Source: an optimization exercise on an open RTL-to-GDS flow (aim: small area). Production flows keep margins and buffers that such runs may drop.
The RTL was checked by simulation tests, not by an equivalence proof against the original design.

==> inputs of garnet <==
Design rv_exec_top, start of the top module:
module rv_exec_top
(
    input  logic                   i_clk,
    input  logic                   i_rst_n,
    input  logic                   i_instr_valid,
    output logic                   o_instr_ready,
    input  rv_exec_pkg::word_t     i_instr,
    output logic                   o_wb_valid,
    output rv_exec_pkg::reg_addr_t o_wb_rd,
    output rv_exec_pkg::word_t     o_wb_data,
    output logic                   o_wb_illegal,
    input  logic                   i_wb_ready
);
export LEC_CHECK = 0
export CAP_MARGIN = 10
export CORE_MARGIN = 2
export CORE_UTILIZATION = 52
export GPL_TIMING_DRIVEN = 0
export SETUP_SLACK_MARGIN = 0.15
export SLEW_MARGIN = 10
create_clock -name core_clock -period 8.0 [get_ports {i_clk}]
standard.sh (not shown) runs the stock make flow with config.mk's settings and CLKGATE_MAP_FILE= SYNTH_SCRIPT=/design/flow/synth_recipe.tcl, a recipe that flattens the netlist after the stock synthesis.
==> flow/flow/run.sh <==
#!/bin/bash
# The standard layout (standard.sh) with these changes:
#  - synthesis: the final ABC mapping uses an area-oriented script
#    (flow/abc_area_map.script) in place of ORFS's speed script. Everything
#    else, register mapping and names included, is the standard synthesis.
#  - placement: ports are buffered with buf_2 instead of the default cell.
#  - clock tree: clkbuf_8 leaf clusters of up to 20 sinks, 45 um across,
#    and no dummy loads.
# Each tool's output goes to a log of its own here (synth.log, layout.log);
# ORFS's per-step logs are under orfs/logs.
set -euo pipefail
W=$(pwd)
rm -rf "$W/scripts_abc"
cp -r "$FLOW_HOME/scripts" "$W/scripts_abc"
cp "$W/flow/abc_area_map.script" "$W/scripts_abc/abc_speed.script"
SCRIPTS_DIR="$W/scripts_abc" bash standard.sh synth > "$W/synth.log" 2>&1
export BUFFER_PORTS_ARGS="-buffer_cell sky130_fd_sc_hd__buf_2"
export CTS_ARGS="-sink_clustering_enable -repair_clock_nets -dont_use_dummy_load -buf_list sky130_fd_sc_hd__clkbuf_8 -sink_clustering_size 20 -sink_clustering_max_diameter 45"
bash standard.sh finish > "$W/layout.log" 2>&1
==> flow/flow/abc_area_map.script <==
strash
&get -n
&st
&dch -f
&nf -R 1000
&put
buffer -c -N 16
topo
stime -c
upsize -c
dnsize -c
==> xenon: changes against garnet <==
==> flow/flow/abc_area_map.script (replaced) <==
strash
&get -n
&st
&dch -f
&nf -R 1000
&put
buffer -c -N 24
topo
stime -c
upsize -c
dnsize -c
- SETUP_SLACK_MARGIN: 0.15 -> 0.4
==> quartz: changes against garnet <==
--- a/flow/design.v
+++ b/flow/design.v
@@ -111,32 +111,40 @@
     assign o_sra = i_instr[30];
 endmodule
 `timescale 1ns/1ns
 module rv_alu
 (
     input  logic [31:0] i_a,
-    input  logic [31:0] i_bx,
+    input  logic [31:0] i_b,
+    input  logic [2:0]  i_f3,
     input  logic        i_sub,
-    input  logic        i_fill,       
-    input  logic        i_sel_add,
-    input  logic        i_sel_sll,
-    input  logic        i_sel_srx,
-    input  logic        i_sel_slt,
-    input  logic        i_sel_sltu,
-    input  logic        i_sel_p,      
-    input  logic        i_sel_g,      
+    input  logic        i_sra,
+    input  logic        i_en,
     output logic [31:0] o_result
 );
+    logic        sel_add, sel_sll, sel_srx, sel_slt, sel_sltu, sel_xor, sel_or, sel_and;
+    logic [31:0] bx;
     logic [31:0] p, g;
     logic [31:0] gp, pp;
     logic [31:0] carry;
     logic [31:0] sum;
     logic        lt, ltu;
-    logic [31:0] sh_out;
-    assign p = i_a ^ i_bx;
-    assign g = i_a & i_bx;
+    logic [31:0] sh_in, sh_out;
+    logic [4:0]  shamt;
+    logic        fill;
+    assign sel_add  = i_en && (i_f3 == 3'b000);
+    assign sel_sll  = i_en && (i_f3 == 3'b001);
+    assign sel_slt  = i_en && (i_f3 == 3'b010);
+    assign sel_sltu = i_en && (i_f3 == 3'b011);
+    assign sel_xor  = i_en && (i_f3 == 3'b100);
+    assign sel_srx  = i_en && (i_f3 == 3'b101);
+    assign sel_or   = i_en && (i_f3 == 3'b110);
+    assign sel_and  = i_en && (i_f3 == 3'b111);
+    assign bx  = i_b ^ {32{i_sub}};
+    assign p   = i_a ^ bx;
+    assign g   = i_a & bx;
     always_comb
     begin
         gp = g;
         pp = p;
         gp[0] = g[0] | (p[0] & i_sub);
         for (int d = 1; d < 32; d = d * 2)
@@ -153,22 +161,29 @@
             end
     end
     assign carry = {gp[30:0], i_sub};
     assign sum   = p ^ carry;
     assign ltu   = !gp[31];
     assign lt    = p[31] ^ gp[31];
-    assign sh_out = 32'($signed({i_fill, i_a}) >>> i_bx[4:0]);
+    assign shamt = i_b[4:0];
+    assign fill  = i_sra && i_a[31] && (i_f3 == 3'b101);
+    always_comb
+    begin
+        for (int i = 0; i < 32; i++)
+            sh_in[i] = (i_f3 == 3'b001) ? i_a[31-i] : i_a[i];
+    end
+    assign sh_out = 32'($signed({fill, sh_in}) >>> shamt);
     always_comb
     begin
         for (int i = 0; i < 32; i++)
-            o_result[i] = (i_sel_add & sum[i])
-                        | (i_sel_srx & sh_out[i])
-                        | (i_sel_sll & sh_out[31-i])
-                        | (i_sel_p & p[i])
-                        | (i_sel_g & g[i]);
-        o_result[0] = o_result[0] | (i_sel_slt & lt) | (i_sel_sltu & ltu);
+            o_result[i] = (sel_add & sum[i])
+                        | (sel_srx & sh_out[i])
+                        | (sel_sll & sh_out[31-i])
+                        | ((sel_xor | sel_or) & p[i])
+                        | ((sel_or | sel_and) & g[i]);
+        o_result[0] = o_result[0] | (sel_slt & lt) | (sel_sltu & ltu);
     end
 endmodule
 `timescale 1ns/1ns
 module rv_pipe_ctrl
 (
     input  logic        i_clk,
@@ -179,72 +194,49 @@
     input  logic [31:0] i_a,
     input  logic [31:0] i_b,
     input  logic [2:0]  i_f3,
     input  logic        i_sub,
     input  logic        i_sra,
     input  logic        i_legal,
-    output logic [31:0] o_a,          
-    output logic [31:0] o_bx,         
+    output logic [31:0] o_a,
+    output logic [31:0] o_b,
+    output logic [2:0]  o_f3,
     output logic        o_sub,
-    output logic        o_fill,
-    output logic [6:0]  o_sel,        
+    output logic        o_sra,
+    output logic        o_en,         
     output logic        o_wb_valid,
     output logic [4:0]  o_wb_rd,
     output logic        o_wb_illegal,
     input  logic        i_wb_ready,
     output logic        o_wr          
 );
     logic        valid_q;
     logic [4:0]  rd_q;
     logic        legal_q;
-    logic [6:0]  sel_q;
-    logic [6:0]  sel_d;
-    logic [31:0] a_d;
     assign o_instr_ready = !valid_q || i_wb_ready;
     always_ff @(posedge i_clk)
     begin
         if (!i_rst_n)
             valid_q <= 1'b0;
         else if (o_instr_ready)
             valid_q <= i_instr_valid;
     end
-    always_comb
-    begin
-        sel_d = '0;
-        case (i_f3)
-            3'b000: sel_d[0] = 1'b1;
-            3'b001: sel_d[1] = 1'b1;
-            3'b101: sel_d[2] = 1'b1;
-            3'b010: sel_d[3] = 1'b1;
-            3'b011: sel_d[4] = 1'b1;
-            3'b100: sel_d[5] = 1'b1;
-            3'b110: sel_d[6:5] = 2'b11;
-            3'b111: sel_d[6] = 1'b1;
-        endcase
-        if (!i_legal)
-            sel_d = '0;
-    end
-    always_comb
-    begin
-        for (int i = 0; i < 32; i++)
-            a_d[i] = (i_f3 == 3'b001) ? i_a[31-i] : i_a[i];
-    end
     always_ff @(posedge i_clk)
     begin
         if (o_instr_ready)
         begin
             rd_q    <= i_legal ? i_rd : 5'd0;
             legal_q <= i_legal;
-            sel_q   <= sel_d;
-            o_a     <= a_d;
-            o_bx    <= i_b ^ {32{i_sub}};
+            o_a     <= i_a;
+            o_b     <= i_b;
+            o_f3    <= i_f3;
             o_sub   <= i_sub;
-            o_fill  <= i_sra && i_a[31];
+            o_sra   <= i_sra;
         end
     end
-    assign o_sel        = sel_q & {7{i_rst_n}};
+    assign o_en         = legal_q && i_rst_n;
     assign o_wb_valid   = valid_q;
     assign o_wb_rd      = rd_q;
     assign o_wb_illegal = !legal_q;
     assign o_wr         = valid_q && i_wb_ready && legal_q;
 endmodule
 `timescale 1ns/1ns
@@ -264,15 +256,15 @@
     logic [31:1] rs1_sel, rs2_sel;
     logic [31:0] imm;
     logic        legal, sub, sra;
     logic [2:0]  f3;
     logic [31:0] rs1_data, rs2_data;
     logic [31:0] a_d, b_d;
-    logic [31:0] ex_a, ex_bx;
-    logic        ex_sub, ex_fill;
-    logic [6:0]  ex_sel;
+    logic [31:0] ex_a, ex_b;
+    logic [2:0]  ex_f3;
+    logic        ex_sub, ex_sra, ex_en;
     logic [31:0] result;
     logic        wr;
     logic [31:1] we;
     logic        fwd1, fwd2;
     rv_decoder rv_decoder_i
     (
@@ -314,33 +306,29 @@
         .i_b           (b_d),
         .i_f3          (f3),
         .i_sub         (sub),
         .i_sra         (sra),
         .i_legal       (legal),
         .o_a           (ex_a),
-        .o_bx          (ex_bx),
+        .o_b           (ex_b),
+        .o_f3          (ex_f3),
         .o_sub         (ex_sub),
-        .o_fill        (ex_fill),
-        .o_sel         (ex_sel),
+        .o_sra         (ex_sra),
+        .o_en          (ex_en),
         .o_wb_valid    (o_wb_valid),
         .o_wb_rd       (o_wb_rd),
         .o_wb_illegal  (o_wb_illegal),
         .i_wb_ready    (i_wb_ready),
         .o_wr          (wr)
     );
     rv_alu rv_alu_i
     (
-        .i_a        (ex_a),
-        .i_bx       (ex_bx),
-        .i_sub      (ex_sub),
-        .i_fill     (ex_fill),
-        .i_sel_add  (ex_sel[0]),
-        .i_sel_sll  (ex_sel[1]),
-        .i_sel_srx  (ex_sel[2]),
-        .i_sel_slt  (ex_sel[3]),
-        .i_sel_sltu (ex_sel[4]),
-        .i_sel_p    (ex_sel[5]),
-        .i_sel_g    (ex_sel[6]),
-        .o_result   (result)
+        .i_a      (ex_a),
+        .i_b      (ex_b),
+        .i_f3     (ex_f3),
+        .i_sub    (ex_sub),
+        .i_sra    (ex_sra),
+        .i_en     (ex_en),
+        .o_result (result)
     );
     assign o_wb_data = result;
 endmodule
==> flow/flow/abc_area_map.script (replaced) <==
strash
&get -n
&st
&dch -f
&nf -R 1000
&put
buffer -c
topo
stime -c
upsize -c
dnsize -c
- SETUP_SLACK_MARGIN: 0.15 -> 0.05
==> sierra: changes against garnet <==
==> flow/flow/abc_area_map.script (replaced) <==
strash
&get -n
&st
&dch -f
&nf -R 1000
&put
buffer -c
topo
stime -c
upsize -c
dnsize -c
- SETUP_SLACK_MARGIN: 0.15 -> 0.25
==> impl_metrics.csv <==
group,metric,value,unit
sta,timing.slew.headroom,4.67,%
status,outcome,"finished clean",
final_layout,numSequentialCells,1072,
grt,grt.total_usage,39.8,%
the above is filed under sierra

==> impl_metrics.csv <==
group,metric,value,unit
status,outcome,"failed layout checks",
placement,place.gp.congestion,0.970,
sta,timing.slew.headroom,9.53,%
sta,setup_violations,1,
status,so_faults,"setup timing",
sta,layout_setup_ws,-0.0459,ns
route,via_count,38800,
final_layout,numSequentialCells,1068,
the above is filed under quartz

==> impl_metrics.csv <==
group,metric,value,unit
status,outcome,"finished clean",
grt,use_met3,5.09,%
sta,timing.slew.headroom,11.0,%
final_layout,numSequentialCells,1072,
grt,grt.total_usage,33.3,%
the above is filed under xenon

==> impl_metrics.csv <==
group,metric,value,unit
final_layout,numSequentialCells,1072,
clock_tree,clock_latency,0.87,ns
status,outcome,"finished clean",
grt,grt.total_usage,35.6,%
sta,timing.slew.headroom,8.80,%
the above is filed under garnet

## separate check: timing with driven ports
In the flow no input, the clock included, has a driving cell. The finished layouts below were timed again as built, in two steps. Step 1, drivers: a clkbuf_16 drives i_clk and a buf_2 each remaining input, both assumed. Step 2 moves the port delays by t, midway between the first and last clock arrival at a register: inputs arrive t later, outputs are due t later. That takes back most of the time a late clock gives input paths. a / b / c = no drivers / after step 1 / after step 2; a / b = the first two.
| run | t (ns) | setup slack, ns | hold slack, ns | worst setup path after step 2 | worst slew at a driven data input, ns |
|---|---|---|---|---|---|
| garnet | 0.885 | 0.316 / 0.248 / -0.468 | 0.791 / 0.791 / 0.791 | input to register | 0.13 |
| xenon | 0.847 | 0.559 / 0.534 / 0.107 | 0.800 / 0.800 / 0.800 | input to register | 0.04 |
| quartz | 0.835 | -0.046 / 0.001 / -0.834 | 0.616 / 0.616 / 0.616 | input to register | 0.13 |
| sierra | 0.881 | 0.227 / 0.160 / -0.604 | 0.782 / 0.782 / 0.782 | input to register | 0.13 |
With both steps, setup timing fails in garnet and sierra, where it was met with ideal ports. The setup slack of sierra, which loses most, moves by -0.067 ns with the drivers and by -0.831 ns with both steps.
